Source: an optimization exercise on an open RTL-to-GDS flow (aim: small area and a short achievable clock period). Production flows keep margins and buffers that such runs may drop. RTL that was checked went through simulation tests only; none was proved equivalent to the original. The RTL of runs 1 and 2 was laid out without a check of its function. No activity file was given, so power comes from the tool's default toggle rates.

`run.sh`:
```
#!/bin/bash
# synth_recipe.tcl (not shown) runs the flow's synth.tcl, then flattens the netlist and writes it again
# the make line also repeats each setting of config.mk as NAME=value (left out here)
make -C /OpenROAD-flow-scripts/flow DESIGN_CONFIG=/design/flow/config.mk WORK_HOME=/design/flow/orfs CLKGATE_MAP_FILE= SYNTH_SCRIPT=/design/flow/synth_recipe.tcl finish
```
`config.mk`:
```
export PLATFORM = sky130hd
export DESIGN_NAME = cpu_top
export DESIGN_NICKNAME = cpu_top
export VERILOG_FILES = /design/flow/design.v
export SDC_FILE = /design/flow/constraint.sdc
export NUM_CORES = 4
export LEC_CHECK = 0
export ABC_CLOCK_PERIOD_IN_PS = 2500
export CAP_MARGIN = 20
export CORE_MARGIN = 2
export CORE_UTILIZATION = 55
export SETUP_SLACK_MARGIN = 2.3
export SLEW_MARGIN = 20
```
`constraint.sdc`:
```
create_clock -name core_clock -period 5.0 [get_ports {clk}]
set_input_delay 1.0000 -clock core_clock [delete_from_list [all_inputs] [get_ports {clk}]]
set_output_delay 1.0000 -clock core_clock [all_outputs]
set_load 0.01 [all_outputs]
```
`design.v`:
```
`default_nettype none
package cpu_pkg;
    typedef logic signed [15:0] data_t;
    localparam logic [4:0] REG_CODE_0 = 5'b10001;
    localparam logic [4:0] REG_CODE_1 = 5'b10010;
    localparam logic [4:0] REG_CODE_2 = 5'b01000;
    localparam logic [4:0] REG_CODE_3 = 5'b10111;
    localparam logic [4:0] REG_CODE_4 = 5'b11111;
    localparam logic [4:0] REG_CODE_5 = 5'b10000;
    localparam logic [5:0] OPC_RTYPE = 6'b000000;
    localparam logic [5:0] OPC_ADDI  = 6'b001000;
    localparam logic [5:0] FN_ADD   = 6'b100000;
    localparam logic [5:0] FN_MULT  = 6'b011000;
    localparam logic [5:0] FN_SHL   = 6'b000000;
    localparam logic [5:0] FN_SHR   = 6'b000010;
    localparam logic [5:0] FN_RELU  = 6'b110001;
    localparam logic [5:0] FN_LEAKY = 6'b110010;
    typedef logic [2:0] op_t;
    localparam op_t OP_ADD   = 3'd0;
    localparam op_t OP_ADDI  = 3'd1;
    localparam op_t OP_SHL   = 3'd2;
    localparam op_t OP_SHR   = 3'd3;
    localparam op_t OP_MULT  = 3'd4;
    localparam op_t OP_LEAKY = 3'd5;
    localparam op_t OP_RELU  = 3'd6;
    localparam op_t OP_FAIL  = 3'd7;
endpackage
`default_nettype wire
`default_nettype none
module inst_decoder (
    input  wire logic          clk,
    input  wire logic          rst_n,
    input  wire logic          in_valid,
    input  wire logic [31:0]   instruction,
    output logic               valid_q,
    output cpu_pkg::op_t       op_q,
    output logic [5:0]         rs_sel_q,    
    output logic [5:0]         rt_sel_q,    
    output logic [15:0]        imm_q,
    output logic [2:0]         wr_q
);
    function automatic logic [5:0] onehot(input logic [4:0] code);
        logic [5:0] oh;
        oh[0] = (code == cpu_pkg::REG_CODE_0);
        oh[1] = (code == cpu_pkg::REG_CODE_1);
        oh[2] = (code == cpu_pkg::REG_CODE_2);
        oh[3] = (code == cpu_pkg::REG_CODE_3);
        oh[4] = (code == cpu_pkg::REG_CODE_4);
        oh[5] = (code == cpu_pkg::REG_CODE_5);
        onehot = oh;
    endfunction
    function automatic logic [2:0] encode(input logic [5:0] oh);
        encode = {oh[4] | oh[5], oh[2] | oh[3], oh[1] | oh[3] | oh[5]};
    endfunction
    logic [5:0]    opcode, funct;
    logic [5:0]    rs_oh, rt_oh, rd_oh;
    logic          is_addi, is_r, fail;
    cpu_pkg::op_t  op;
    assign opcode = instruction[31:26];
    assign funct  = instruction[5:0];
    assign rs_oh  = onehot(instruction[25:21]);
    assign rt_oh  = onehot(instruction[20:16]);
    assign rd_oh  = onehot(instruction[15:11]);
    assign is_addi = (opcode == cpu_pkg::OPC_ADDI);
    assign is_r    = (opcode == cpu_pkg::OPC_RTYPE);
    always_comb begin
        op = cpu_pkg::OP_FAIL;
        if (is_addi) begin
            op = cpu_pkg::OP_ADDI;
        end else if (is_r) begin
            case (funct)
                cpu_pkg::FN_ADD:   op = cpu_pkg::OP_ADD;
                cpu_pkg::FN_MULT:  op = cpu_pkg::OP_MULT;
                cpu_pkg::FN_SHL:   op = cpu_pkg::OP_SHL;
                cpu_pkg::FN_SHR:   op = cpu_pkg::OP_SHR;
                cpu_pkg::FN_RELU:  op = cpu_pkg::OP_RELU;
                cpu_pkg::FN_LEAKY: op = cpu_pkg::OP_LEAKY;
                default:           op = cpu_pkg::OP_FAIL;
            endcase
        end
    end
    assign fail = (op == cpu_pkg::OP_FAIL) || !(|rs_oh) || !(|rt_oh)
               || (!is_addi && !(|rd_oh));
    always_ff @(posedge clk or negedge rst_n) begin
        if (!rst_n) begin
            valid_q <= 1'b0;
        end else begin
            valid_q <= in_valid;
        end
    end
    always_ff @(posedge clk) begin
        op_q     <= fail ? cpu_pkg::OP_FAIL : op;
        rs_sel_q <= rs_oh;
        rt_sel_q <= rt_oh;
        imm_q    <= instruction[15:0];
        wr_q     <= encode(is_addi ? rt_oh : rd_oh);
    end
endmodule
`default_nettype wire
`default_nettype none
module radix4_multiplier (
    input  wire logic [15:0] a,
    input  wire logic [7:0]  one,
    input  wire logic [7:0]  two,
    input  wire logic [7:0]  neg,
    output logic [24:0] r0,     
    output logic [24:0] r1,     
    output logic [20:0] r2,     
    output logic        rx,     
    output logic        cin     
);
    logic [16:0] pp [8];
    logic [16:0] ax, a2;
    assign ax = {a[15], a};
    assign a2 = {a, 1'b0};
    for (genvar j = 0; j < 8; j++) begin : g_pp
        assign pp[j] = (({17{one[j]}} & ax) | ({17{two[j]}} & a2)) ^ {17{neg[j]}};
    end
    logic s1, c2, s3, c4, s5, c6, s7, c8, s9, c10, s11, c12, s13, c14, s15, c16, s17, c18, s19, c20, s21, c22, s23, c24, s25, c26, s27, c28, s29, c30, s31, c32, s33, c34, s35, c36, s37, c38, s39, c40, s41, c42, s43, c44, s45, c46, s47, c48, s49, c50, s51, c52, s53, c54, s55, c56, s57, c58, s59, c60, s61, c62, s63, c64, s65, c66, s67, c68, s69, c70, s71, c72, s73, c74, s75, c76, s77, c78, s79, c80, s81, c82, s83, c84, s85, c86, s87, c88, s89, c90, s91, c92, s93, c94, s95, c96, s97, c98, s99, c100, s101, c102, s103, c104, s105, c106, s107, c108, s109, c110, s111, c112, s113, c114, s115, c116, s117, c118, s119, c120, s121, c122, s123, c124, s125, c126, s127, c128, s129, c130, s131, c132, s133, c134, s135, c136, s137, c138, s139, c140, s141, c142, s143, c144, s145, c146, s147, c148, s149, c150, s151, c152, s153, c154, s155, c156, s157, c158, s159, c160, s161, c162, s163, c164, s165, c166, s167, c168, s169, c170, s171, c172, s173, c174, s175, c176, s177, c178, s179, c180, s181, c182, s183, c184, s185, c186;
    assign s1 = pp[0][10] ^ pp[1][8];
    assign c2 = pp[0][10] & pp[1][8];
    assign s3 = pp[0][11] ^ pp[1][9];
    assign c4 = pp[0][11] & pp[1][9];
    assign s5 = pp[0][12] ^ pp[1][10] ^ pp[2][8];
    assign c6 = (pp[0][12] & pp[1][10]) | (pp[0][12] & pp[2][8]) | (pp[1][10] & pp[2][8]);
    assign s7 = pp[3][6] ^ pp[4][4];
    assign c8 = pp[3][6] & pp[4][4];
    assign s9 = pp[0][13] ^ pp[1][11] ^ pp[2][9];
    assign c10 = (pp[0][13] & pp[1][11]) | (pp[0][13] & pp[2][9]) | (pp[1][11] & pp[2][9]);
    assign s11 = pp[3][7] ^ pp[4][5];
    assign c12 = pp[3][7] & pp[4][5];
    assign s13 = pp[0][14] ^ pp[1][12] ^ pp[2][10];
    assign c14 = (pp[0][14] & pp[1][12]) | (pp[0][14] & pp[2][10]) | (pp[1][12] & pp[2][10]);
    assign s15 = pp[3][8] ^ pp[4][6] ^ pp[5][4];
    assign c16 = (pp[3][8] & pp[4][6]) | (pp[3][8] & pp[5][4]) | (pp[4][6] & pp[5][4]);
    assign s17 = pp[6][2] ^ pp[7][0];
    assign c18 = pp[6][2] & pp[7][0];
    assign s19 = pp[0][15] ^ pp[1][13] ^ pp[2][11];
    assign c20 = (pp[0][15] & pp[1][13]) | (pp[0][15] & pp[2][11]) | (pp[1][13] & pp[2][11]);
    assign s21 = pp[3][9] ^ pp[4][7] ^ pp[5][5];
    assign c22 = (pp[3][9] & pp[4][7]) | (pp[3][9] & pp[5][5]) | (pp[4][7] & pp[5][5]);
    assign s23 = pp[6][3] ^ pp[7][1];
    assign c24 = pp[6][3] & pp[7][1];
    assign s25 = pp[0][16] ^ pp[1][14] ^ pp[2][12];
    assign c26 = (pp[0][16] & pp[1][14]) | (pp[0][16] & pp[2][12]) | (pp[1][14] & pp[2][12]);
    assign s27 = pp[3][10] ^ pp[4][8] ^ pp[5][6];
    assign c28 = (pp[3][10] & pp[4][8]) | (pp[3][10] & pp[5][6]) | (pp[4][8] & pp[5][6]);
    assign s29 = pp[6][4] ^ pp[7][2];
    assign c30 = pp[6][4] & pp[7][2];
    assign s31 = pp[0][16] ^ pp[1][15] ^ pp[2][13];
    assign c32 = (pp[0][16] & pp[1][15]) | (pp[0][16] & pp[2][13]) | (pp[1][15] & pp[2][13]);
    assign s33 = pp[3][11] ^ pp[4][9] ^ pp[5][7];
    assign c34 = (pp[3][11] & pp[4][9]) | (pp[3][11] & pp[5][7]) | (pp[4][9] & pp[5][7]);
    assign s35 = pp[6][5] ^ pp[7][3];
    assign c36 = pp[6][5] & pp[7][3];
    assign s37 = ~pp[0][16] ^ ~pp[1][16] ^ pp[2][14];
    assign c38 = (~pp[0][16] & ~pp[1][16]) | (~pp[0][16] & pp[2][14]) | (~pp[1][16] & pp[2][14]);
    assign s39 = pp[3][12] ^ pp[4][10] ^ pp[5][8];
    assign c40 = (pp[3][12] & pp[4][10]) | (pp[3][12] & pp[5][8]) | (pp[4][10] & pp[5][8]);
    assign s41 = pp[6][6] ^ pp[7][4];
    assign c42 = pp[6][6] & pp[7][4];
    assign s43 = pp[2][15] ^ pp[3][13] ^ pp[4][11];
    assign c44 = (pp[2][15] & pp[3][13]) | (pp[2][15] & pp[4][11]) | (pp[3][13] & pp[4][11]);
    assign s45 = pp[5][9] ^ pp[6][7] ^ pp[7][5];
    assign c46 = (pp[5][9] & pp[6][7]) | (pp[5][9] & pp[7][5]) | (pp[6][7] & pp[7][5]);
    assign s47 = ~pp[2][16] ^ pp[3][14] ^ pp[4][12];
    assign c48 = (~pp[2][16] & pp[3][14]) | (~pp[2][16] & pp[4][12]) | (pp[3][14] & pp[4][12]);
    assign s49 = pp[3][15] ^ pp[4][13];
    assign c50 = pp[3][15] & pp[4][13];
    assign s51 = pp[0][6] ^ pp[1][4];
    assign c52 = pp[0][6] & pp[1][4];
    assign s53 = pp[0][7] ^ pp[1][5];
    assign c54 = pp[0][7] & pp[1][5];
    assign s55 = pp[0][8] ^ pp[1][6] ^ pp[2][4];
    assign c56 = (pp[0][8] & pp[1][6]) | (pp[0][8] & pp[2][4]) | (pp[1][6] & pp[2][4]);
    assign s57 = pp[3][2] ^ pp[4][0];
    assign c58 = pp[3][2] & pp[4][0];
    assign s59 = pp[0][9] ^ pp[1][7] ^ pp[2][5];
    assign c60 = (pp[0][9] & pp[1][7]) | (pp[0][9] & pp[2][5]) | (pp[1][7] & pp[2][5]);
    assign s61 = pp[3][3] ^ pp[4][1];
    assign c62 = pp[3][3] & pp[4][1];
    assign s63 = pp[2][6] ^ pp[3][4] ^ pp[4][2];
    assign c64 = (pp[2][6] & pp[3][4]) | (pp[2][6] & pp[4][2]) | (pp[3][4] & pp[4][2]);
    assign s65 = pp[5][0] ^ neg[5] ^ s1;
    assign c66 = (pp[5][0] & neg[5]) | (pp[5][0] & s1) | (neg[5] & s1);
    assign s67 = pp[2][7] ^ pp[3][5] ^ pp[4][3];
    assign c68 = (pp[2][7] & pp[3][5]) | (pp[2][7] & pp[4][3]) | (pp[3][5] & pp[4][3]);
    assign s69 = pp[5][1] ^ c2 ^ s3;
    assign c70 = (pp[5][1] & c2) | (pp[5][1] & s3) | (c2 & s3);
    assign s71 = pp[5][2] ^ pp[6][0] ^ neg[6];
    assign c72 = (pp[5][2] & pp[6][0]) | (pp[5][2] & neg[6]) | (pp[6][0] & neg[6]);
    assign s73 = c4 ^ s5 ^ s7;
    assign c74 = (c4 & s5) | (c4 & s7) | (s5 & s7);
    assign s75 = pp[5][3] ^ pp[6][1] ^ c6;
    assign c76 = (pp[5][3] & pp[6][1]) | (pp[5][3] & c6) | (pp[6][1] & c6);
    assign s77 = c8 ^ s9 ^ s11;
    assign c78 = (c8 & s9) | (c8 & s11) | (s9 & s11);
    assign s79 = neg[7] ^ c10 ^ c12;
    assign c80 = (neg[7] & c10) | (neg[7] & c12) | (c10 & c12);
    assign s81 = s13 ^ s15 ^ s17;
    assign c82 = (s13 & s15) | (s13 & s17) | (s15 & s17);
    assign s83 = c14 ^ c16 ^ c18;
    assign c84 = (c14 & c16) | (c14 & c18) | (c16 & c18);
    assign s85 = s19 ^ s21 ^ s23;
    assign c86 = (s19 & s21) | (s19 & s23) | (s21 & s23);
    assign s87 = c20 ^ c22 ^ c24;
    assign c88 = (c20 & c22) | (c20 & c24) | (c22 & c24);
    assign s89 = s25 ^ s27 ^ s29;
    assign c90 = (s25 & s27) | (s25 & s29) | (s27 & s29);
    assign s91 = c26 ^ c28 ^ c30;
    assign c92 = (c26 & c28) | (c26 & c30) | (c28 & c30);
    assign s93 = s31 ^ s33 ^ s35;
    assign c94 = (s31 & s33) | (s31 & s35) | (s33 & s35);
    assign s95 = c32 ^ c34 ^ c36;
    assign c96 = (c32 & c34) | (c32 & c36) | (c34 & c36);
    assign s97 = s37 ^ s39 ^ s41;
    assign c98 = (s37 & s39) | (s37 & s41) | (s39 & s41);
    assign s99 = 1'b1 ^ c38 ^ c40;
    assign c100 = (1'b1 & c38) | (1'b1 & c40) | (c38 & c40);
    assign s101 = c42 ^ s43 ^ s45;
    assign c102 = (c42 & s43) | (c42 & s45) | (s43 & s45);
    assign s103 = pp[5][10] ^ pp[6][8] ^ pp[7][6];
    assign c104 = (pp[5][10] & pp[6][8]) | (pp[5][10] & pp[7][6]) | (pp[6][8] & pp[7][6]);
    assign s105 = c44 ^ c46 ^ s47;
    assign c106 = (c44 & c46) | (c44 & s47) | (c46 & s47);
    assign s107 = pp[5][11] ^ pp[6][9] ^ pp[7][7];
    assign c108 = (pp[5][11] & pp[6][9]) | (pp[5][11] & pp[7][7]) | (pp[6][9] & pp[7][7]);
    assign s109 = 1'b1 ^ c48 ^ s49;
    assign c110 = (1'b1 & c48) | (1'b1 & s49) | (c48 & s49);
    assign s111 = ~pp[3][16] ^ pp[4][14] ^ pp[5][12];
    assign c112 = (~pp[3][16] & pp[4][14]) | (~pp[3][16] & pp[5][12]) | (pp[4][14] & pp[5][12]);
    assign s113 = pp[6][10] ^ pp[7][8] ^ c50;
    assign c114 = (pp[6][10] & pp[7][8]) | (pp[6][10] & c50) | (pp[7][8] & c50);
    assign s115 = pp[4][15] ^ pp[5][13] ^ pp[6][11];
    assign c116 = (pp[4][15] & pp[5][13]) | (pp[4][15] & pp[6][11]) | (pp[5][13] & pp[6][11]);
    assign s117 = pp[7][9] ^ 1'b1;
    assign c118 = pp[7][9] & 1'b1;
    assign s119 = ~pp[4][16] ^ pp[5][14] ^ pp[6][12];
    assign c120 = (~pp[4][16] & pp[5][14]) | (~pp[4][16] & pp[6][12]) | (pp[5][14] & pp[6][12]);
    assign s121 = pp[5][15] ^ pp[6][13];
    assign c122 = pp[5][15] & pp[6][13];
    assign s123 = pp[0][4] ^ pp[1][2];
    assign c124 = pp[0][4] & pp[1][2];
    assign s125 = pp[0][5] ^ pp[1][3];
    assign c126 = pp[0][5] & pp[1][3];
    assign s127 = pp[2][2] ^ pp[3][0] ^ neg[3];
    assign c128 = (pp[2][2] & pp[3][0]) | (pp[2][2] & neg[3]) | (pp[3][0] & neg[3]);
    assign s129 = pp[2][3] ^ pp[3][1] ^ c52;
    assign c130 = (pp[2][3] & pp[3][1]) | (pp[2][3] & c52) | (pp[3][1] & c52);
    assign s131 = neg[4] ^ c54 ^ s55;
    assign c132 = (neg[4] & c54) | (neg[4] & s55) | (c54 & s55);
    assign s133 = c56 ^ c58 ^ s59;
    assign c134 = (c56 & c58) | (c56 & s59) | (c58 & s59);
    assign s135 = c60 ^ c62 ^ s63;
    assign c136 = (c60 & c62) | (c60 & s63) | (c62 & s63);
    assign s137 = c64 ^ c66 ^ s67;
    assign c138 = (c64 & c66) | (c64 & s67) | (c66 & s67);
    assign s139 = c68 ^ c70 ^ s71;
    assign c140 = (c68 & c70) | (c68 & s71) | (c70 & s71);
    assign s141 = c72 ^ c74 ^ s75;
    assign c142 = (c72 & c74) | (c72 & s75) | (c74 & s75);
    assign s143 = c76 ^ c78 ^ s79;
    assign c144 = (c76 & c78) | (c76 & s79) | (c78 & s79);
    assign s145 = c80 ^ c82 ^ s83;
    assign c146 = (c80 & c82) | (c80 & s83) | (c82 & s83);
    assign s147 = c84 ^ c86 ^ s87;
    assign c148 = (c84 & c86) | (c84 & s87) | (c86 & s87);
    assign s149 = c88 ^ c90 ^ s91;
    assign c150 = (c88 & c90) | (c88 & s91) | (c90 & s91);
    assign s151 = c92 ^ c94 ^ s95;
    assign c152 = (c92 & c94) | (c92 & s95) | (c94 & s95);
    assign s153 = c96 ^ c98 ^ s99;
    assign c154 = (c96 & c98) | (c96 & s99) | (c98 & s99);
    assign s155 = c100 ^ c102 ^ s103;
    assign c156 = (c100 & c102) | (c100 & s103) | (c102 & s103);
    assign s157 = c104 ^ c106 ^ s107;
    assign c158 = (c104 & c106) | (c104 & s107) | (c106 & s107);
    assign s159 = c108 ^ c110 ^ s111;
    assign c160 = (c108 & c110) | (c108 & s111) | (c110 & s111);
    assign s161 = c112 ^ c114 ^ s115;
    assign c162 = (c112 & c114) | (c112 & s115) | (c114 & s115);
    assign s163 = pp[7][10] ^ c116 ^ c118;
    assign c164 = (pp[7][10] & c116) | (pp[7][10] & c118) | (c116 & c118);
    assign s165 = pp[7][11] ^ 1'b1 ^ c120;
    assign c166 = (pp[7][11] & 1'b1) | (pp[7][11] & c120) | (1'b1 & c120);
    assign s167 = ~pp[5][16] ^ pp[6][14] ^ pp[7][12];
    assign c168 = (~pp[5][16] & pp[6][14]) | (~pp[5][16] & pp[7][12]) | (pp[6][14] & pp[7][12]);
    assign s169 = pp[6][15] ^ pp[7][13];
    assign c170 = pp[6][15] & pp[7][13];
    assign s171 = pp[0][2] ^ pp[1][0];
    assign c172 = pp[0][2] & pp[1][0];
    assign s173 = pp[0][3] ^ pp[1][1];
    assign c174 = pp[0][3] & pp[1][1];
    assign s175 = pp[2][0] ^ neg[2] ^ s123;
    assign c176 = (pp[2][0] & neg[2]) | (pp[2][0] & s123) | (neg[2] & s123);
    assign s177 = pp[2][1] ^ c124 ^ s125;
    assign c178 = (pp[2][1] & c124) | (pp[2][1] & s125) | (c124 & s125);
    assign s179 = s51 ^ c126 ^ s127;
    assign c180 = (s51 & c126) | (s51 & s127) | (c126 & s127);
    assign s181 = s53 ^ c128 ^ s129;
    assign c182 = (s53 & c128) | (s53 & s129) | (c128 & s129);
    assign s183 = s57 ^ c130 ^ s131;
    assign c184 = (s57 & c130) | (s57 & s131) | (c130 & s131);
    assign s185 = s61 ^ c132 ^ s133;
    assign c186 = (s61 & c132) | (s61 & s133) | (c132 & s133);
    logic [5:0] lo_x, lo_y;
    logic [6:0] lo_sum;
    assign lo_x[0] = pp[0][0];
    assign lo_y[0] = neg[0];
    assign lo_x[1] = pp[0][1];
    assign lo_y[1] = 1'b0;
    assign lo_x[2] = neg[1];
    assign lo_y[2] = s171;
    assign lo_x[3] = c172;
    assign lo_y[3] = s173;
    assign lo_x[4] = c174;
    assign lo_y[4] = s175;
    assign lo_x[5] = c176;
    assign lo_y[5] = s177;
    assign lo_sum = {1'b0, lo_x} + {1'b0, lo_y};
    assign cin = lo_sum[6];
    assign r0[0] = c178;
    assign r1[0] = s179;
    assign r0[1] = c180;
    assign r1[1] = s181;
    assign r0[2] = c182;
    assign r1[2] = s183;
    assign r0[3] = c184;
    assign r1[3] = s185;
    assign r0[4] = s65;
    assign r1[4] = c134;
    assign r2[0] = s135;
    assign r0[5] = s69;
    assign r1[5] = c136;
    assign r2[1] = s137;
    assign r0[6] = s73;
    assign r1[6] = c138;
    assign r2[2] = s139;
    assign r0[7] = s77;
    assign r1[7] = c140;
    assign r2[3] = s141;
    assign r0[8] = s81;
    assign r1[8] = c142;
    assign r2[4] = s143;
    assign r0[9] = s85;
    assign r1[9] = c144;
    assign r2[5] = s145;
    assign r0[10] = s89;
    assign r1[10] = c146;
    assign r2[6] = s147;
    assign r0[11] = s93;
    assign r1[11] = c148;
    assign r2[7] = s149;
    assign r0[12] = s97;
    assign r1[12] = c150;
    assign r2[8] = s151;
    assign r0[13] = s101;
    assign r1[13] = c152;
    assign r2[9] = s153;
    assign r0[14] = s105;
    assign r1[14] = c154;
    assign r2[10] = s155;
    assign r0[15] = s109;
    assign r1[15] = c156;
    assign r2[11] = s157;
    assign r0[16] = s113;
    assign r1[16] = c158;
    assign r2[12] = s159;
    assign r0[17] = s117;
    assign r1[17] = c160;
    assign r2[13] = s161;
    assign r0[18] = s119;
    assign r1[18] = c162;
    assign r2[14] = s163;
    assign r0[19] = s121;
    assign r1[19] = c164;
    assign r2[15] = s165;
    assign r0[20] = c122;
    assign r1[20] = c166;
    assign r2[16] = s167;
    assign r0[21] = 1'b1;
    assign r1[21] = c168;
    assign r2[17] = s169;
    assign r0[22] = ~pp[6][16];
    assign r1[22] = pp[7][14];
    assign r2[18] = c170;
    assign r0[23] = pp[7][15];
    assign r1[23] = 1'b1;
    assign r2[19] = 1'b0;
    assign r0[24] = ~pp[7][16];
    assign r1[24] = 1'b0;
    assign r2[20] = 1'b0;
    assign rx = c186;
endmodule
module mul_sum (
    input  wire logic [24:0] r0,
    input  wire logic [24:0] r1,
    input  wire logic [20:0] r2,
    input  wire logic        rx,
    input  wire logic        cin,
    output logic [15:0] p
);
    logic [24:0] x, y;
    logic [24:0] sum;
    logic [20:0] fs, fc;
    assign fs = r0[24:4] ^ r1[24:4] ^ r2;
    assign fc = (r0[24:4] & r1[24:4]) | (r0[24:4] & r2) | (r1[24:4] & r2);
    assign x = {fs, r0[3:0]};
    assign y = {fc[19:0], rx, r1[3:0]};
    assign sum = x + y + 25'(cin);
    assign p = sum[24:9];
endmodule
`default_nettype wire
`default_nettype none
module execute_stage (
    input  wire logic          clk,
    input  wire logic          rst_n,
    input  wire logic          valid_1,
    input  wire cpu_pkg::op_t  op_1,
    input  wire logic [2:0]    wr_1,
    input  wire logic [15:0]   a_1,
    input  wire logic [15:0]   b_1,
    output logic               done,
    output logic [5:0]         we,
    output logic [15:0]        wd
);
    localparam int K  = 6;     
    localparam int K3 = 10;    
    localparam int W  = 31 - K;
    logic [7:0] one_1, two_1, neg_1;
    for (genvar j = 0; j < 8; j++) begin : g_enc
        logic b0, b1, b2;
        if (j == 0) begin : g_first
            assign b0 = 1'b0;
        end else begin : g_rest
            assign b0 = b_1[2*j-1];
        end
        assign b1 = b_1[2*j];
        assign b2 = b_1[2*j+1];
        assign one_1[j] = b1 ^ b0;
        assign two_1[j] = (b2 & ~b1 & ~b0) | (~b2 & b1 & b0);
        assign neg_1[j] = b2;
    end
    logic          valid_2;
    cpu_pkg::op_t  op_2;
    logic [2:0]    wr_2;
    logic [15:0]   a_2;
    logic [7:0]    one_2, two_2, neg_2;
    always_ff @(posedge clk or negedge rst_n) begin
        if (!rst_n) begin
            valid_2 <= 1'b0;
        end else begin
            valid_2 <= valid_1;
        end
    end
    always_ff @(posedge clk) begin
        op_2  <= op_1;
        wr_2  <= wr_1;
        a_2   <= a_1;
        one_2 <= one_1;
        two_2 <= two_1;
        neg_2 <= neg_1;
    end
    logic [15:0] b_2;
    for (genvar j = 0; j < 8; j++) begin : g_dec
        assign b_2[2*j+1] = neg_2[j];
        if (j == 0) begin : g_first
            assign b_2[0] = one_2[0];
        end else begin : g_rest
            assign b_2[2*j] = one_2[j] ^ neg_2[j-1];
        end
    end
    logic [W-1:0]     m0, m1;
    logic [30-K3:0]   m2;
    logic             mx, mc;
    radix4_multiplier i_mult (
        .a   (a_2),
        .one (one_2),
        .two (two_2),
        .neg (neg_2),
        .r0  (m0),
        .r1  (m1),
        .r2  (m2),
        .rx  (mx),
        .cin (mc)
    );
    logic        neg_b, use_mul;
    logic [4:0]  shamt;
    logic [15:0] other, addend;
    assign neg_b   = b_2[15];
    assign shamt   = a_2[10:6];
    assign use_mul = (op_2 == cpu_pkg::OP_MULT) | ((op_2 == cpu_pkg::OP_LEAKY) & neg_b);
    always_comb begin
        case (op_2)
            cpu_pkg::OP_ADD,
            cpu_pkg::OP_ADDI:  other = a_2;
            cpu_pkg::OP_SHL:   other = b_2 << shamt;
            cpu_pkg::OP_SHR:   other = 16'($signed(b_2) >>> shamt);
            default:           other = neg_b ? 16'd0 : b_2;    
        endcase
    end
    assign addend = (op_2 == cpu_pkg::OP_ADD || op_2 == cpu_pkg::OP_ADDI) ? b_2 : 16'd0;
    logic          valid_3;
    logic [5:0]    we_3;
    logic [W-1:0]  r0_3, r1_3;
    logic [30-K3:0] r2_3;
    logic          rx_3, cin_3;
    always_ff @(posedge clk or negedge rst_n) begin
        if (!rst_n) begin
            valid_3 <= 1'b0;
            we_3    <= '0;
        end else begin
            valid_3 <= valid_2;
            for (int g = 0; g < 6; g++)
                we_3[g] <= valid_2 & (op_2 != cpu_pkg::OP_FAIL) & (wr_2 == 3'(g));
        end
    end
    always_ff @(posedge clk) begin
        r0_3  <= use_mul ? m0 : {other, {(15-K){1'b0}}};
        r1_3  <= use_mul ? m1 : {addend, {(15-K){1'b0}}};
        r2_3  <= {(31-K3){use_mul}} & m2;
        rx_3  <= use_mul & mx;
        cin_3 <= use_mul & mc;
    end
    mul_sum i_sum (
        .r0  (r0_3),
        .r1  (r1_3),
        .r2  (r2_3),
        .rx  (rx_3),
        .cin (cin_3),
        .p   (wd)
    );
    assign done = valid_3;
    assign we   = we_3;
endmodule
`default_nettype wire
`default_nettype none
module reg_file (
    input  wire logic          clk,
    input  wire logic          rst_n,
    input  wire logic          done,       
    input  wire logic [5:0]    we,         
    input  wire logic [15:0]   wd,
    input  wire logic [5:0]    rs_sel,
    input  wire logic [5:0]    rt_sel,
    input  wire logic          imm_a,      
    input  wire logic          imm_b,      
    input  wire logic [15:0]   imm,
    output logic [15:0]        a,
    output logic [15:0]        b,
    output logic               out_valid,
    output logic               instruction_fail,
    output logic [15:0]        out_0,
    output logic [15:0]        out_1,
    output logic [15:0]        out_2,
    output logic [15:0]        out_3,
    output logic [15:0]        out_4,
    output logic [15:0]        out_5
);
    logic [15:0] regs [6];
    logic [5:0]  written;      
    logic [5:0]  show;         
    for (genvar g = 0; g < 6; g++) begin : g_reg
        always_ff @(posedge clk) begin
            if (we[g]) begin
                regs[g] <= wd;
            end
        end
    end
    always_ff @(posedge clk or negedge rst_n) begin
        if (!rst_n) begin
            written          <= '0;
            show             <= '0;
            out_valid        <= 1'b0;
            instruction_fail <= 1'b0;
        end else begin
            written          <= written | we;
            show             <= {6{done}} & (written | we);
            out_valid        <= done;
            instruction_fail <= done & ~(|we);
        end
    end
    always_comb begin
        a = {16{imm_a}} & imm;
        b = {16{imm_b}} & imm;
        for (int g = 0; g < 6; g++) begin
            a = a | ({16{rs_sel[g] & written[g] & ~imm_a}} & regs[g]);
            b = b | ({16{rt_sel[g] & written[g] & ~imm_b}} & regs[g]);
        end
    end
    assign out_0 = {16{show[0]}} & regs[0];
    assign out_1 = {16{show[1]}} & regs[1];
    assign out_2 = {16{show[2]}} & regs[2];
    assign out_3 = {16{show[3]}} & regs[3];
    assign out_4 = {16{show[4]}} & regs[4];
    assign out_5 = {16{show[5]}} & regs[5];
endmodule
`default_nettype wire
`default_nettype none
module cpu_top #(
    parameter int FRAC_BITS = 15
) (
    input  wire logic         clk,
    input  wire logic         rst_n,
    input  wire logic         in_valid,
    input  wire logic [31:0]  instruction,
    output logic              out_valid,
    output logic              instruction_fail,
    output cpu_pkg::data_t    out_0,
    output cpu_pkg::data_t    out_1,
    output cpu_pkg::data_t    out_2,
    output cpu_pkg::data_t    out_3,
    output cpu_pkg::data_t    out_4,
    output cpu_pkg::data_t    out_5
);
    logic          valid_1;
    cpu_pkg::op_t  op_1;
    logic [5:0]    rs_sel, rt_sel;
    logic [15:0]   imm;
    logic [2:0]    wr_1;
    logic [15:0]   a_1, b_1;
    logic          done;
    logic [5:0]    we;
    logic [15:0]   wd;
    inst_decoder i_decoder (
        .clk         (clk),
        .rst_n       (rst_n),
        .in_valid    (in_valid),
        .instruction (instruction),
        .valid_q     (valid_1),
        .op_q        (op_1),
        .rs_sel_q    (rs_sel),
        .rt_sel_q    (rt_sel),
        .imm_q       (imm),
        .wr_q        (wr_1)
    );
    reg_file i_regs (
        .clk              (clk),
        .rst_n            (rst_n),
        .done             (done),
        .we               (we),
        .wd               (wd),
        .rs_sel           (rs_sel),
        .rt_sel           (rt_sel),
        .imm_a            (op_1 == cpu_pkg::OP_SHL || op_1 == cpu_pkg::OP_SHR),
        .imm_b            (op_1 == cpu_pkg::OP_ADDI),
        .imm              (imm),
        .a                (a_1),
        .b                (b_1),
        .out_valid        (out_valid),
        .instruction_fail (instruction_fail),
        .out_0            (out_0),
        .out_1            (out_1),
        .out_2            (out_2),
        .out_3            (out_3),
        .out_4            (out_4),
        .out_5            (out_5)
    );
    execute_stage i_execute (
        .clk     (clk),
        .rst_n   (rst_n),
        .valid_1 (valid_1),
        .op_1    (op_1),
        .wr_1    (wr_1),
        .a_1     (a_1),
        .b_1     (b_1),
        .done    (done),
        .we      (we),
        .wd      (wd)
    );
endmodule
`default_nettype wire
```
==> flow_summary.yaml, run 1 <==
run_status:
  outcome: "complete, no violations"
placed_design:
  dp_cells: 2115
  place.gp.congestion: 0.924
  io_buffers: 132
  dp_hpwl_mm: 38.9
logic_synthesis:
  synth_xor_area_share_pct: 8.70
  synth-compound-area-share_pct: 18.1
  synth_warnings: 6
  yosys-top-cells-area: "dfxtp_1 18%, edfxtp_1 17%, fa_1 9.8%"
  avgSynthCellArea_sq_um: 10.1
  netlist_area_sq_um: 17200
  async_reset_ff_share_pct: 8.52
  synth-simple-area-share_pct: 13.7
  muxShareOfSynthArea_pct: 3.18
  synth_top_family_by_area: "compound AO/OA/AOI/OAI gates"
  ys_seq_area_share_pct: 37.6
  yosysTopAreaCellShare_pct: 17.6
  yosys.area_share.adder_pct: 13.5
  synthTopCellsByCount: "186 x a22oi_1, 151 x dfxtp_1, 135 x and2_1, 114 x xnor2_1, 108 x clkbuf_1"
  synth.distinct_cells: 73
  synthCells: 1712
  synth-edff-count: 96
  synth-seq-cells: 270
  yosysMostFrequentCell: "a22oi_1"
  synth_nets: 1883
  synth_area_leader_cell: "dfxtp_1"
  synthFlopType: "dfxtp_1"
timing:
  final.setup_skew_ps: 13.6
  report.final.hold_viol_count: 0
  rsz0062_at_grt: "true"
  slew_viol_final: 0
  setup_viol: 0
  fmax_mhz: 322
  fin_crit_sh_pct: 62.1
  worstMarginPinSlew_ps: 1150
  period_needed_ps: 3110
  relSlewSlack_pct: 23.5
  final.setup.tns_ps: 0
power:
  leakage_nw: 8.46
  p_per_area_nw_per_um2: 215
  vdd_drop_max_mv: 0.211
setup_path:
  worstReg2RegStart: "i_execute.r2_3[3]"
  r2r_end: "i_regs.regs[3][13]"
  r2r_slack_ps: 1890
  slowest_delay_ps: 540
  crit_path_top_delay_cell: "fa_1"
  crit_path_start_kind: "register"
  worst_setup_path_end_kind: "register"
  path_cells: "inv_2 > fa_1 > inv_2 > ha_4 > a21oi_4 > o21ai_1 > a211oi_2 > buf_4 > a211oi_4 > or3_4 > buf_4 > a211oi_4 > a2bb2oi_4"
  reg2reg_depth: 13
  required_ps: 5360
  critPathKind: "register to register"
  crit_path_max_fanout: 6
  arrival_ps: 3460
clock_network:
  cts_htree_levels: 1
  clock_path_buffers: 3
  numCtsBuffers: 30
  clkTransAtPathRegs_ps: 60
  cts_root_buffer: "clkbuf_16"
  cts_num_sinks: 270
  insertion_delay_ps: 560
  ctsHoldBuffers: 0
  cts_tree: "done"
floorplan:
  ios: 133
  rows: 64
  die_h_um: 181
  core_area_sq_um: 30700
  initial_utilization_pct: 56.0
  die_w_um: 181
  fp.dieArea_sq_um: 32700
detailed_routing:
  viasPerCell: 6.62
  vias: 14890
  drt_first_pass_iters: 9
  first_iter_violations: 2117
  drc: 0
  wire_per_inst_um: 27.0
  detail-route-antenna-nets: 0
  drt_wl_total_mm: 60.7
global_route:
  grtUsageMet1_pct: 47.9
  overflow: 0
  busiest_layer: "met2"
  grt_max_degree: 59
  grt_pass1_wl_mm: 90.6
  grtUsageMet3_pct: 7.24
  use_met2_pct: 58.8
  antenna_found_initial: 1
  grt_pass1_vias: 14778
  track_usage_pct: 36.1
hold_path:
  worstHoldEndpoint: "i_execute.wr_2[2]"
  hold_depth: 0
  hp-start: "i_decoder.wr_q[2]"
  min_path_type: "register to register"
layout:
  drive_above_1_share_pct: 17.5
  syn2layout_area_growth_pct: 22.3
  layout.nets: 1998
  stdcell_count: 2248
run:
  maxCapViolations: 0
[metal layers]
layer,routed length (um),part of all wire [%]
met5,12,0.020
met4,2330,3.8
met3,6650,11
met2,28400,47
met1,23400,38
[metrics by stage]
| stage | hold slack, ps | utilization, % | worst slack, ps | area [sq um] | total power, mW |
|---|---|---|---|---|---|
| global route | 330 | 68.5 | 1810 | 21100 | 4.64 |
| detailed placement | 312 | 61.1 | 1590 | 18800 | 2.40 |
| CTS | 327 | 66.6 | 1970 | 20500 | 4.54 |
| floorplan | 310 | - | 2160 | 17500 | 2.35 |
| global placement | 312 | 61.0 | 1630 | 18800 | 2.40 |
| finish | 327 | 68.5 | 1890 | 21100 | 4.53 |
[repair_timing]
action	in CTS	in global routing
buffers inserted	36	40
pin swaps	29	19
resized for setup	222	78
endpoints found under the setup margin	253	153
[registers in the layout, summed over array words and instances, names as in the netlist, 8 cells and up]
| register | cells |
|---|---|
| i_regs.regs | 96 |
| i_execute.r0_3 | 25 |
| i_execute.r1_3 | 25 |
| i_execute.r2_3 | 19 |
| i_decoder.imm_q | 16 |
| i_execute.a_2 | 16 |
| i_execute.neg_2 | 8 |
| i_execute.one_2 | 8 |
| i_execute.two_2 | 8 |
[critical path: cells and delay by family, from the launching register on]
kind	cells	cell delay (ps)
buffers and inverters	4	420
flip-flops	1	320
AO/OA/AOI/OAI	6	1060
adder cells (fa/ha/maj)	2	710
AND/OR/NAND/NOR	1	400
[logic make-up (layout without fill, tap and decap cells)]
| family | after synthesis | count (layout) |
|---|---|---|
| AOI/OAI and AO/OA | 437 | 437 |
| and+or+nand+nor | 427 | 427 |
| adders and majority gates | 136 | 136 |
| buffers and inverters | 225 | 364 |
| xor gates and xnor gates | 171 | 171 |
| other | 0 | 1 |
| muxes | 46 | 46 |
| DFF | 270 | 270 |
[layout by cell type (no fill, tap or decap), types with 42 or more instances in the layout]
master | netlist | final
inv_1 | 70 | 64
dfxtp_1 | 151 | 109
edfxtp_1 | 96 | 96
nand2_1 | 77 | 76
buf_4 | 0 | 74
xor2_1 | 57 | 46
xnor2_1 | 114 | 106
o21ai_0 | 67 | 60
fa_1 | 84 | 75
nand3_1 | 43 | 42
ha_1 | 52 | 44
a22oi_1 | 186 | 174
and2_1 | 135 | 135
nor2_1 | 59 | 57
dlygate4sd2_1 | 0 | 80
[power by group]
| group | switching, mW | total, mW | internal (mW) |
|---|---|---|---|
| Combinational | 0.0323 | 0.0689 | 0.0366 |
| Sequential | 0.00944 | 2.27 | 2.26 |
| Clock | 0.933 | 2.19 | 1.26 |
| Total | 0.975 | 4.53 | 3.55 |
[worst max-delay path by stage]
| stage | startpoint | to | depth (start not counted) |
|---|---|---|---|
| floorplan | i_execute.a_2[6] | i_execute.r1_3[3] | 12 |
| global placement | i_execute.r0_3[5] | i_regs.regs[2][14] | 11 |
| detailed placement | i_execute.r0_3[5] | i_regs.regs[2][12] | 11 |
| CTS | i_execute.r2_3[7] | i_regs.regs[5][14] | 10 |
| global route | i_execute.r1_3[7] | i_regs.regs[3][13] | 13 |
| finish | i_execute.r2_3[3] | i_regs.regs[3][13] | 13 |
[final cells by class]
cell class	count	area (sq um)
sequential	270	6630
clock inverter	18	164
timing repair buffer	235	2200
fill	2368	9700
inverter	73	278
clock buffer	38	812
antenna	1	2.50
tap	396	495
multi-input combinational	1217	10500
==> run 2: changes to the inputs <==
--- a/config.mk
+++ b/config.mk
@@ -6,8 +6,6 @@
 export NUM_CORES = 4
 export LEC_CHECK = 0
-export ABC_CLOCK_PERIOD_IN_PS = 2500
 export CAP_MARGIN = 20
 export CORE_MARGIN = 2
 export CORE_UTILIZATION = 55
-export SETUP_SLACK_MARGIN = 2.3
 export SLEW_MARGIN = 20
==> flow_summary.yaml, run 2 <==
run_status:
  outcome: "complete, no violations"
floorplan:
  die_h_um: 181
  fp.dieArea_sq_um: 32700
  rows: 64
  initial_utilization_pct: 56.0
  ios: 133
  core_area_sq_um: 30700
  die_w_um: 181
run:
  maxCapViolations: 0
setup_path:
  r2r_slack_ps: 1340
  r2r_end: "i_execute.r2_3[6]"
  crit_path_max_fanout: 19
  required_ps: 5430
  crit_path_start_kind: "register"
  critPathKind: "register to register"
  arrival_ps: 4090
  worstReg2RegStart: "i_execute.neg_2[4]"
  critPathLaunch: "i_execute.neg_2[4]"
  worst_setup_path_end_kind: "register"
  reg2reg_depth: 6
clock_network:
  numCtsBuffers: 31
  clkTransAtPathRegs_ps: 60
  cts_tree: "done"
  cts_resized: 0
  insertion_delay_ps: 550
  cts_htree_levels: 1
  cts_root_buffer: "clkbuf_16"
  cts_setup_buffers: 0
  ctsHoldBuffers: 0
  cts_num_sinks: 270
  clock_path_buffers: 3
timing:
  finalWorstSetupSlack_ps: 1340
  final.setup_skew_ps: 10.5
  rsz0062_at_grt: "false"
  fmax_mhz: 273
  setup_viol: 0
  period_needed_ps: 3660
  slew_viol_final: 0
  relSlewSlack_pct: 22.4
  final.setup.tns_ps: 0
  report.final.hold_viol_count: 0
  worstMarginPinSlew_ps: 1160
  fin_crit_sh_pct: 73.2
detailed_routing:
  drc: 0
  vias: 14382
  detail-route-antenna-nets: 0
  drt_first_pass_iters: 9
  first_iter_violations: 1837
  drt_wl_total_mm: 56.8
  viasPerCell: 6.62
  wire_per_inst_um: 26.1
logic_synthesis:
  synth_nets: 1883
  yosysMostFrequentCell: "a22oi_1"
  synth-seq-cells: 270
  yosys-top-cells-area: "dfxtp_1 18%, edfxtp_1 17%, fa_1 9.8%"
  synthFlopType: "dfxtp_1"
  synthTopCellsByCount: "186 x a22oi_1, 151 x dfxtp_1, 135 x and2_1, 114 x xnor2_1, 108 x clkbuf_1"
  synth_warnings: 6
  avgSynthCellArea_sq_um: 10.1
  yosysTopAreaCellShare_pct: 17.6
  async_reset_ff_share_pct: 8.52
  synth_area_leader_cell: "dfxtp_1"
  synth-edff-count: 96
  netlist_area_sq_um: 17200
  synth.distinct_cells: 73
  synthCells: 1712
  ys_seq_area_share_pct: 37.6
global_route:
  grt_max_degree: 47
  antenna_found_initial: 0
  use_met2_pct: 53.1
  grt_pass1_wl_mm: 85.5
  grtUsageMet3_pct: 5.66
  busiest_layer: "met2"
  overflow: 0
  grtUsageMet1_pct: 49.0
  grt_pass1_vias: 13951
  track_usage_pct: 34.2
layout:
  diodes: 0
  syn2layout_area_growth_pct: 14.5
  largest_register: "i_regs.regs"
  layout.nets: 1924
  final_cell_mix: "186 x a22oi_1, 148 x dfxtp_1, 135 x and2_1"
  ff_latch_area_sq_um: 6480
  multi_input_area_sq_um: 9860
  final_common_cell: "a22oi_1"
  largestRegisters: "i_regs.regs (96), i_execute.r0_3 (25), i_execute.r1_3 (25)"
  largest_register_ff_count: 96
  fillers: 2517
  drive_above_1_share_pct: 7.03
placed_design:
  dp_hpwl_mm: 38.7
  place.gp.congestion: 0.944
  post-place-ws_ps: 1490
  io_buffers: 132
hold_path:
  min_path_type: "register to register"
  hold_depth: 0
  worstHoldEndpoint: "i_execute.wr_2[2]"
  hp-start: "i_decoder.wr_q[2]"
power:
  leakage_nw: 7.53
  vdd_drop_max_mv: 0.274
  p_per_area_nw_per_um2: 237
## run 2: worst max path at each step
stage                         end  slack (ps)
6_report        i_execute.r2_3[6]        1340
5_1_grt        i_execute.r2_3[11]        1300
4_1_cts         i_execute.r2_3[6]        1450
3_5_place_dp   i_execute.r2_3[11]        1490
2_1_floorplan   i_execute.r1_3[2]        1460
3_3_place_gp   i_execute.r2_3[11]        1580
## run 2: layer usage
layer	up-vias	wire (um)
met5	-	0
met4	0	1880
met3	150	5840
met2	931	25700
met1	7071	23300
li1	6230	-
## run 2: power by group
| group | internal (mW) | switching (mW) | leakage (nW) |
|---|---|---|---|
| clock network | 1.42 | 0.895 | 0.522 |
| registers | 2.27 | 0.0129 | 2.65 |
| logic | 0.0358 | 0.0295 | 4.36 |
## run 2: area by class of cell
type	instances	area share, %
Multi-Input combinational cell	1217	50.0
Clock inverter	8	0.546
Timing Repair Buffer	160	7.74
Inverter	73	1.39
Sequential cell	270	32.9
Clock buffer	49	4.87
Tap cell	396	2.51
## run 2: logic make-up (layout without fill, tap and decap cells)
logic type	after synthesis	after routing	synth area share (%)
buffers and inverters	225	290	5.10
DFF	270	270	37.6
adders and majority gates	136	136	13.5
xor gates and xnor gates	171	171	8.70
AOI/OAI and AO/OA	437	437	18.1
and+or+nand+nor	427	427	13.7
muxes	46	46	3.18
## run 2: worst max-delay path, cell delays in order (launching register included)
cell and delay [ps]:
dfxtp_1 960, inv_1 650, xnor2_1 440, fa_1 490
fa_1 430, fa_1 510, nor2_1 40
## run 2: metrics by stage
stage	cells	hold slack [ps]	total power, mW	utilization [%]	instance area (sq um)
floorplan	1712	310	2.35	-	17200
global placement	2116	311	2.40	60.7	18700
detailed placement	2116	312	2.40	60.7	18700
CTS	2173	326	4.69	64.1	19700
global route	2173	334	4.77	64.1	19700
finish	2173	325	4.66	64.1	19700
==> run 3: changes to the inputs <==
--- a/design.v
+++ b/design.v
@@ -418,4 +418,5 @@
     input  wire logic          valid_1,
     input  wire cpu_pkg::op_t  op_1,
+    input  wire logic [15:0]   imm_1,
     input  wire logic [2:0]    wr_1,
     input  wire logic [15:0]   a_1,
@@ -428,5 +429,10 @@
     localparam int K3 = 10;    
     localparam int W  = 31 - K;
-    logic [7:0] one_1, two_1, neg_1;
+    logic        is_shr, big;
+    logic [3:0]  m;
+    logic [7:0]  one_1, two_1, neg_1;
+    assign is_shr = (op_1 == cpu_pkg::OP_SHR);
+    assign big    = imm_1[10];
+    assign m      = ~imm_1[9:6] & {4{~big}};
     for (genvar j = 0; j < 8; j++) begin : g_enc
         logic b0, b1, b2;
@@ -438,7 +444,7 @@
         assign b1 = b_1[2*j];
         assign b2 = b_1[2*j+1];
-        assign one_1[j] = b1 ^ b0;
-        assign two_1[j] = (b2 & ~b1 & ~b0) | (~b2 & b1 & b0);
-        assign neg_1[j] = b2;
+        assign one_1[j] = is_shr ? (m == 4'(2*j))   : (b1 ^ b0);
+        assign two_1[j] = is_shr ? (m == 4'(2*j+1)) : ((b2 & ~b1 & ~b0) | (~b2 & b1 & b0));
+        assign neg_1[j] = ~is_shr & b2;
     end
     logic          valid_2;
@@ -490,5 +496,6 @@
     assign neg_b   = b_2[15];
     assign shamt   = a_2[10:6];
-    assign use_mul = (op_2 == cpu_pkg::OP_MULT) | ((op_2 == cpu_pkg::OP_LEAKY) & neg_b);
+    assign use_mul = (op_2 == cpu_pkg::OP_MULT) | (op_2 == cpu_pkg::OP_SHR)
+                   | ((op_2 == cpu_pkg::OP_LEAKY) & neg_b);
     always_comb begin
         case (op_2)
@@ -496,5 +503,4 @@
             cpu_pkg::OP_ADDI:  other = a_2;
             cpu_pkg::OP_SHL:   other = b_2 << shamt;
-            cpu_pkg::OP_SHR:   other = 16'($signed(b_2) >>> shamt);
             default:           other = neg_b ? 16'd0 : b_2;    
         endcase
@@ -641,7 +647,7 @@
         .we               (we),
         .wd               (wd),
-        .rs_sel           (rs_sel),
+        .rs_sel           ((op_1 == cpu_pkg::OP_SHR) ? rt_sel : rs_sel),
         .rt_sel           (rt_sel),
-        .imm_a            (op_1 == cpu_pkg::OP_SHL || op_1 == cpu_pkg::OP_SHR),
+        .imm_a            (op_1 == cpu_pkg::OP_SHL),
         .imm_b            (op_1 == cpu_pkg::OP_ADDI),
         .imm              (imm),
@@ -662,4 +668,5 @@
         .valid_1 (valid_1),
         .op_1    (op_1),
+        .imm_1   (imm),
         .wr_1    (wr_1),
         .a_1     (a_1),
--- a/config.mk
+++ b/config.mk
@@ -9,3 +9,4 @@
 export CORE_MARGIN = 2
 export CORE_UTILIZATION = 55
+export SETUP_SLACK_MARGIN = 1.95
 export SLEW_MARGIN = 20
==> flow_summary.yaml, run 3 <==
run_status:
  outcome: "complete, no violations"
layout:
  largest_register: "i_regs.regs"
  largestRegisters: "i_regs.regs (96), i_execute.r0_3 (25), i_execute.r1_3 (25)"
  final_cell_mix: "187 x a22oi_1, 131 x clkdlybuf4s50_1, 130 x and2_1"
  largest_register_ff_count: 96
  fin_area_sq_um: 19700
  final_common_cell: "a22oi_1"
  diodes: 0
  fin_util_pct: 65.9
  layout.nets: 1879
  syn2layout_area_growth_pct: 17.3
  drive_above_1_share_pct: 11.6
clock_network:
  clkTransAtPathRegs_ps: 60
  clock_path_buffers: 3
  cts_tree: "done"
  cts_num_sinks: 270
  cts_root_buffer: "clkbuf_16"
  cts_htree_levels: 1
  insertion_delay_ps: 560
  ctsHoldBuffers: 0
  numCtsBuffers: 29
detailed_routing:
  wire_per_inst_um: 27.0
  drt_first_pass_iters: 9
  drt_wl_total_mm: 57.1
  viasPerCell: 6.67
  detail-route-antenna-nets: 0
  first_iter_violations: 1732
  drc: 0
  vias: 14138
placed_design:
  place_area_sq_um: 18200
  dp_hpwl_mm: 38.1
  place.gp.congestion: 0.910
  io_buffers: 132
logic_synthesis:
  synthFlopType: "dfxtp_1"
  synth-simple-area-share_pct: 13.6
  synth.distinct_cells: 76
  yosys.area_share.adder_pct: 13.9
  synth_area_leader_cell: "dfxtp_1"
  yosysMostFrequentCell: "a22oi_1"
  synth_xor_area_share_pct: 9.08
  netlist_area_sq_um: 16800
  avgSynthCellArea_sq_um: 10.2
  muxShareOfSynthArea_pct: 1.34
  synth-compound-area-share_pct: 18.6
  synth_nets: 1819
  synthCells: 1648
  synth_top_family_by_area: "compound AO/OA/AOI/OAI gates"
  yosys-top-cells-area: "dfxtp_1 18%, edfxtp_1 17%, fa_1 10%"
  async_reset_ff_share_pct: 8.52
  synth-edff-count: 96
  synth_warnings: 6
  synthTopCellsByCount: "187 x a22oi_1, 151 x dfxtp_1, 132 x xnor2_1, 130 x and2_1, 107 x clkbuf_1"
  yosysTopAreaCellShare_pct: 18.0
  synth-seq-cells: 270
  ys_seq_area_share_pct: 38.6
setup_path:
  path_cells: "inv_2 > fa_1 > inv_1 > ha_2 > o21a_1 > o211a_4 > or3_4 > a41o_1 > buf_6 > a211oi_4 > xnor2_2"
  critPathKind: "register to register"
  cp-endpoint: "i_regs.regs[3][9]"
  slowest_delay_ps: 520
  crit_path_max_fanout: 6
  crit_path_start_kind: "register"
  worstReg2RegStart: "i_execute.r0_3[4]"
  reg2reg_depth: 11
  crit_path_top_delay_cell: "fa_1"
  r2r_end: "i_regs.regs[3][9]"
  r2r_slack_ps: 1920
  arrival_ps: 3340
  worst_setup_path_end_kind: "register"
  required_ps: 5260
  critPathLaunch: "i_execute.r0_3[4]"
run:
  maxCapViolations: 0
timing:
  fmax_mhz: 325
  report.final.hold_viol_count: 0
  worstMarginPinSlew_ps: 1200
  relSlewSlack_pct: 19.5
  setup_viol: 0
  fin_crit_sh_pct: 61.5
  final.setup_skew_ps: 21.0
  rsz0062_at_grt: "true"
  final.setup.tns_ps: 0
  slew_viol_final: 0
  period_needed_ps: 3080
floorplan:
  fp.dieArea_sq_um: 31900
  initial_utilization_pct: 56.2
  rows: 63
  die_h_um: 179
  die_w_um: 179
  ios: 133
  core_area_sq_um: 29900
global_route:
  track_usage_pct: 35.8
  overflow: 0
  grt_pass1_wl_mm: 85.3
  antenna_found_initial: 1
  grt_max_degree: 35
  grt_pass1_vias: 13937
power:
  vdd_drop_max_mv: 0.310
  leakage_nw: 7.37
  p_per_area_nw_per_um2: 236
hold_path:
  min_path_type: "register to register"
run 3: cell count changes in the layout (fill, tap and decap cells not counted), sizes merged, moves of 7 or more:
cell | before | now
o21ai | 67 | 53
nand3 | 44 | 35
o22ai | 6 | 16
xor2 | 57 | 42
nor2 | 59 | 70
xnor2 | 114 | 132
buf | 29 | 38
a21oi | 50 | 39
clkbuf | 49 | 34
nor2b | 6 | 13
mux2i | 31 | 9
run 3: where the power goes:
part | internal [mW] | leakage [nW] | switching [mW] | total (mW)
sequential | 2.27 | 2.65 | 0.0183 | 2.29
combinational | 0.0385 | 4.24 | 0.0341 | 0.0726
clock | 1.36 | 0.483 | 0.913 | 2.28
run 3: kinds of logic after synthesis:
| logic type | after synthesis |
|---|---|
| adders and majority gates | 136 |
| buffers and inverters | 208 |
| xor gates and xnor gates | 174 |
| and+or+nand+nor | 420 |
| DFF | 270 |
| AOI/OAI and AO/OA | 423 |
| muxes | 17 |
run 3: final cells by class:
class / count / area, sq um
flip-flops and latches: 270 / 6530
well taps: 390 / 488
clock inverters: 19 / 231
fillers: 2411 / 10200
clock buffers: 34 / 774
multi-input cells: 1170 / 9790
inverters: 68 / 265
repair buffers: 169 / 1630
run 3: metal layers:
layer / routed length, um / global-route usage [%] / part of all wire, %
met5: 0 / 0 / 0
met3: 6320 / 7.78 / 11
met1: 22400 / 48.2 / 39
met2: 26000 / 56.1 / 45
met4: 2400 / 15.1 / 4.2
run 3: stage by stage:
stage / total power [mW] / setup WS, ps / std cells / hold WS (ps)
2_1_floorplan: 2.36 / 1960 / 1648 / 310
3_3_place_gp: 2.41 / 1510 / 2055 / 312
3_5_place_dp: 2.41 / 1380 / 2055 / 316
4_1_cts: 4.65 / 1850 / 2113 / 329
5_1_grt: 4.75 / 1860 / 2120 / 337
6_report: 4.64 / 1920 / 2120 / 327
run 3: repair_timing:
| item | in CTS | in global routing |
|---|---|---|
| setup buffers | 5 | 7 |
| gates resized for setup | 49 | 33 |
| pin swaps | 3 | 14 |
| endpoints found under the setup margin | 187 | 100 |
run 3: critical path: cells and delay by family (launching register included):
family          cells  cell delay, ps
flops               1             320
buf+inv             3             230
fa+ha+maj           2             760
xor+xnor            1             180
simple gates        1             340
compound gates      4             960
run 3: worst min path at each step:
stage          cells after the start                 to              start
2_1_floorplan                      0  i_execute.wr_2[0]  i_decoder.wr_q[0]
4_1_cts                            0  i_execute.wr_2[2]  i_decoder.wr_q[2]
3_3_place_gp                       0  i_execute.wr_2[2]  i_decoder.wr_q[2]
6_report                           0  i_execute.wr_2[2]  i_decoder.wr_q[2]
3_5_place_dp                       0  i_execute.wr_2[2]  i_decoder.wr_q[2]
5_1_grt                            0  i_execute.wr_2[2]  i_decoder.wr_q[2]
==> run 4: changes to the inputs <==
==> flow/run.sh (new file) <==
#!/bin/bash
# The standard layout, with plain buffers (not delay cells) on the ports.
set -euo pipefail
bash standard.sh BUFFER_PORTS_ARGS="-buffer_cell sky130_fd_sc_hd__buf_2" finish > standard_flow.log 2>&1
==> standard.sh (new file) <==
#!/bin/bash
# synth_recipe.tcl (not shown) runs the flow's synth.tcl, then flattens the netlist and writes it again
# the make line also repeats each setting of config.mk as NAME=value (left out here)
make -C /OpenROAD-flow-scripts/flow DESIGN_CONFIG=/design/flow/config.mk WORK_HOME=/design/flow/orfs CLKGATE_MAP_FILE= SYNTH_SCRIPT=/design/flow/synth_recipe.tcl "${@:-finish}"
removed: run.sh
==> flow_summary.yaml, run 4 <==
power:
  p_switching_mw: 0.967
  pwr-share-clk_pct: 48.1
  combPwrFrac_pct: 1.3
  p_per_area_nw_per_um2: 238
  vdd_drop_max_mv: 0.310
  switching_share_pct: 21.4
  p_int_mw: 3.56
  p_seq_share_pct: 50.6
  leakage_nw: 7.62
  p_total_mw: 4.53
timing:
  fmax_mhz: 328
  rsz0062_at_grt: "true"
  setup_viol: 0
  final.setup_skew_ps: 58.1
  fin_crit_sh_pct: 61.0
  report.final.hold_viol_count: 0
  relSlewSlack_pct: 21.6
  period_needed_ps: 3050
  final.setup.tns_ps: 0
  worstMarginPinSlew_ps: 1170
  slew_viol_final: 0
clock_network:
  clkTransAtPathRegs_ps: 60
  cts_num_sinks: 270
  numCtsBuffers: 30
  cts_root_buffer: "clkbuf_16"
  insertion_delay_ps: 600
  clock_path_buffers: 3
  cts_tree: "done"
  cts_htree_levels: 1
detailed_routing:
  wire_per_inst_um: 26.4
  first_iter_violations: 1823
  drc: 0
  met2_length_mm: 25.5
  vias: 13988
  viasPerCell: 6.59
  wl_met3_mm: 5.82
  drt_wl_total_mm: 56.1
  detail-route-antenna-nets: 0
  drt_first_pass_iters: 8
  wl_met1_mm: 22.6
  routed.top_layer: "met4"
setup_path:
  slowest_delay_ps: 480
  arrival_ps: 3400
  crit_path_max_fanout: 6
  path_cells: "fa_1 > ha_1 > nand4_1 > nor2_1 > o211a_4 > buf_12 > o21ai_2 > buf_4 > o21bai_2 > a21oi_2 > xnor2_2 > buf_4"
  crit_path_top_delay_cell: "fa_1"
  cp_top_family: "adder cells"
  critPathKind: "register to register"
  crit_buf_inv: 3
  critical_path.most_common_cell: "buf_4"
  worst_setup_path_end_kind: "register"
  crit_path_start_kind: "register"
  required_ps: 5340
logic_synthesis:
  synth_warnings: 6
  synth-seq-cells: 270
  synthTopCellsByCount: "187 x a22oi_1, 151 x dfxtp_1, 132 x xnor2_1, 130 x and2_1, 107 x clkbuf_1"
  netlist_area_sq_um: 16800
  yosysTopAreaCellShare_pct: 18.0
  synth.distinct_cells: 76
  avgSynthCellArea_sq_um: 10.2
  yosysMostFrequentCell: "a22oi_1"
  ys_seq_area_share_pct: 38.6
  synthFlopType: "dfxtp_1"
  async_reset_ff_share_pct: 8.52
  synth_area_leader_cell: "dfxtp_1"
  synthCells: 1648
  synth_nets: 1819
  yosys-top-cells-area: "dfxtp_1 18%, edfxtp_1 17%, fa_1 10%"
  synth-edff-count: 96
placed_design:
  dp_cells: 2057
  io_buffers: 132
  place.gp.congestion: 0.924
  dp_hpwl_mm: 37.4
floorplan:
  fp.dieArea_sq_um: 31900
  initial_utilization_pct: 56.2
  rows: 63
  core_area_sq_um: 29900
  die_w_um: 179
  ios: 133
  die_h_um: 179
layout:
  syn2layout_area_growth_pct: 13.1
  stdcell_count: 2123
  diodes: 0
  drive_above_1_share_pct: 18.2
  layout.nets: 1882
  largest_register_ff_count: 96
  final_common_cell: "a22oi_1"
  largest_register: "i_regs.regs"
  final_cell_mix: "187 x a22oi_1, 132 x buf_2, 130 x and2_1, 130 x dfxtp_1, 125 x xnor2_1"
  largestRegisters: "i_regs.regs (96), i_execute.r0_3 (25), i_execute.r1_3 (25)"
global_route:
  track_usage_pct: 35.2
  antenna_found_initial: 0
  grt_max_degree: 39
  grt_pass1_vias: 13609
  overflow: 0
  grt_pass1_wl_mm: 83.8
run_status:
  outcome: "complete, no violations"
hold_path:
  min_path_type: "register to register"
run:
  maxCapViolations: 0
## run 4: changes by cell type in the layout (fill, tap and decap cells not counted), moves of 5 or more
cell / before / now
clkdlybuf4s50_1: 131 / 0
clkbuf_1: 2 / 7
buf_2: 1 / 132
dfrtp_1: 16 / 23
clkbuf_8: 3 / 8
clkinv_1: 5 / 0
bufinv_16: 5 / 0
dfrtp_2: 7 / 0
ha_1: 42 / 48
## run 4: timing repair
action	CTS	global route
gates resized for setup	41	24
cloned	0	0
buffers inserted	4	8
pin swaps	6	10
hold endpoints to repair	0	0
hold buffers	0	0
endpoints found under the setup margin	105	92
## run 4: area by class of cell
| class | instances | area, sq um |
|---|---|---|
| Clock buffer | 47 | 920 |
| Timing Repair Buffer | 171 | 978 |
| Clock inverter | 7 | 66.3 |
| Sequential cell | 270 | 6510 |
| Fill cell | 2451 | 10900 |
| Inverter | 68 | 262 |
| Tap cell | 390 | 488 |
| Multi-Input combinational cell | 1170 | 9770 |
## run 4: worst register-to-register path, cell delays in order (launching register included)
cell and delay, ps:
dfxtp_1 320, fa_1 480, ha_1 360, nand4_1 170
nor2_1 230, o211a_4 250, buf_12 120, o21ai_2 70
buf_4 140, o21bai_2 220, a21oi_2 110, xnor2_2 150
buf_4 170
## run 4: logic make-up (layout without fill, tap and decap cells)
logic type	Yosys count	in the layout	synth area share, %
flip-flops	270	270	38.6
XOR/XNOR	174	174	9.08
AO/OA/AOI/OAI	423	423	18.6
adder cells (fa/ha/maj)	136	136	13.9
buffers and inverters	208	293	4.93
AND/OR/NAND/NOR	420	420	13.6
multiplexers	17	17	1.34
## run 4: through the flow
step                      cell area, sq um  worst slack [ps]  hold slack (ps)  util, %
after floorplan                      16800              1960              310        -
final                                19000              1950              325     63.6
after detailed placement             17600              1390              316     58.9
after global routing                 19000              1900              341     63.6
after CTS                            18800              1930              329     63.0
after global placement               17600              1510              314     58.9
## run 4: worst paths after layout
| path | from | end | cells past startpoint | slack, ps |
|---|---|---|---|---|
| max reg2reg | i_execute.r0_3[8] | i_regs.regs[5][7] | 12 | 1950 |
| min in group asynchronous | rst_n | i_regs.instruction_fail | 1 | 360 |
| min reg2reg | i_decoder.wr_q[2] | i_execute.wr_2[2] | 0 | 330 |
| min | i_decoder.wr_q[2] | i_execute.wr_2[2] | 0 | 330 |
| max in group asynchronous | rst_n | i_execute.valid_2 | 1 | 4290 |
| max | i_execute.r0_3[8] | i_regs.regs[5][7] | 12 | 1950 |
## run 4: power by group through the flow
stage / Combinational (mW) / Sequential [mW] / Clock (mW)
floorplan: 0.0273 / 2.33 / 0
CTS: 0.0572 / 2.29 / 2.20
global route: 0.0636 / 2.29 / 2.29
global placement: 0.0554 / 2.34 / 0
detailed placement: 0.0568 / 2.34 / 0
finish: 0.0573 / 2.29 / 2.18
## run 4: layer usage
metal	vias to the layer above	track usage (%)
met4	0	12.7
li1	6046	-
met5	-	0
met2	954	55.4
met1	6833	49.0
met3	155	6.19

[re-timing with driven ports]
In the flow no input, the clock included, has a driving cell. The finished layouts below were timed again as built, in two steps.
Step 1 sets driving cells, clkbuf_16 on the clock port and buf_2 on the other inputs (assumed; they add their load-dependent delay and slew).
Step 2 moves the port delays by t, midway between the first and last clock arrival at a register: inputs arrive t later, outputs are due t later. That takes back most of the time a late clock gives input paths.
Three values: ideal, step 1, step 2; two values: the first two.
| run | t, ns | setup slack, ns | worst hold slack (ns) | worst setup path at the end | slew at the worst register clock pin (ns) |
|---|---|---|---|---|---|
| run 1 | 0.606 | 1.893 / 1.893 / 1.893 | 0.327 / 0.327 / 0.327 | register to register | 0.07 / 0.07 |
| run 2 | 0.603 | 1.338 / 1.338 / 1.338 | 0.325 / 0.325 / 0.325 | register to register | 0.06 / 0.06 |
| run 3 | 0.597 | 1.924 / 1.924 / 1.924 | 0.327 / 0.327 / 0.327 | register to register | 0.07 / 0.07 |
| run 4 | 0.622 | 1.950 / 1.950 / 1.950 | 0.325 / 0.325 / 0.325 | register to register | 0.07 / 0.07 |
After both steps setup and hold are still met in every run listed.
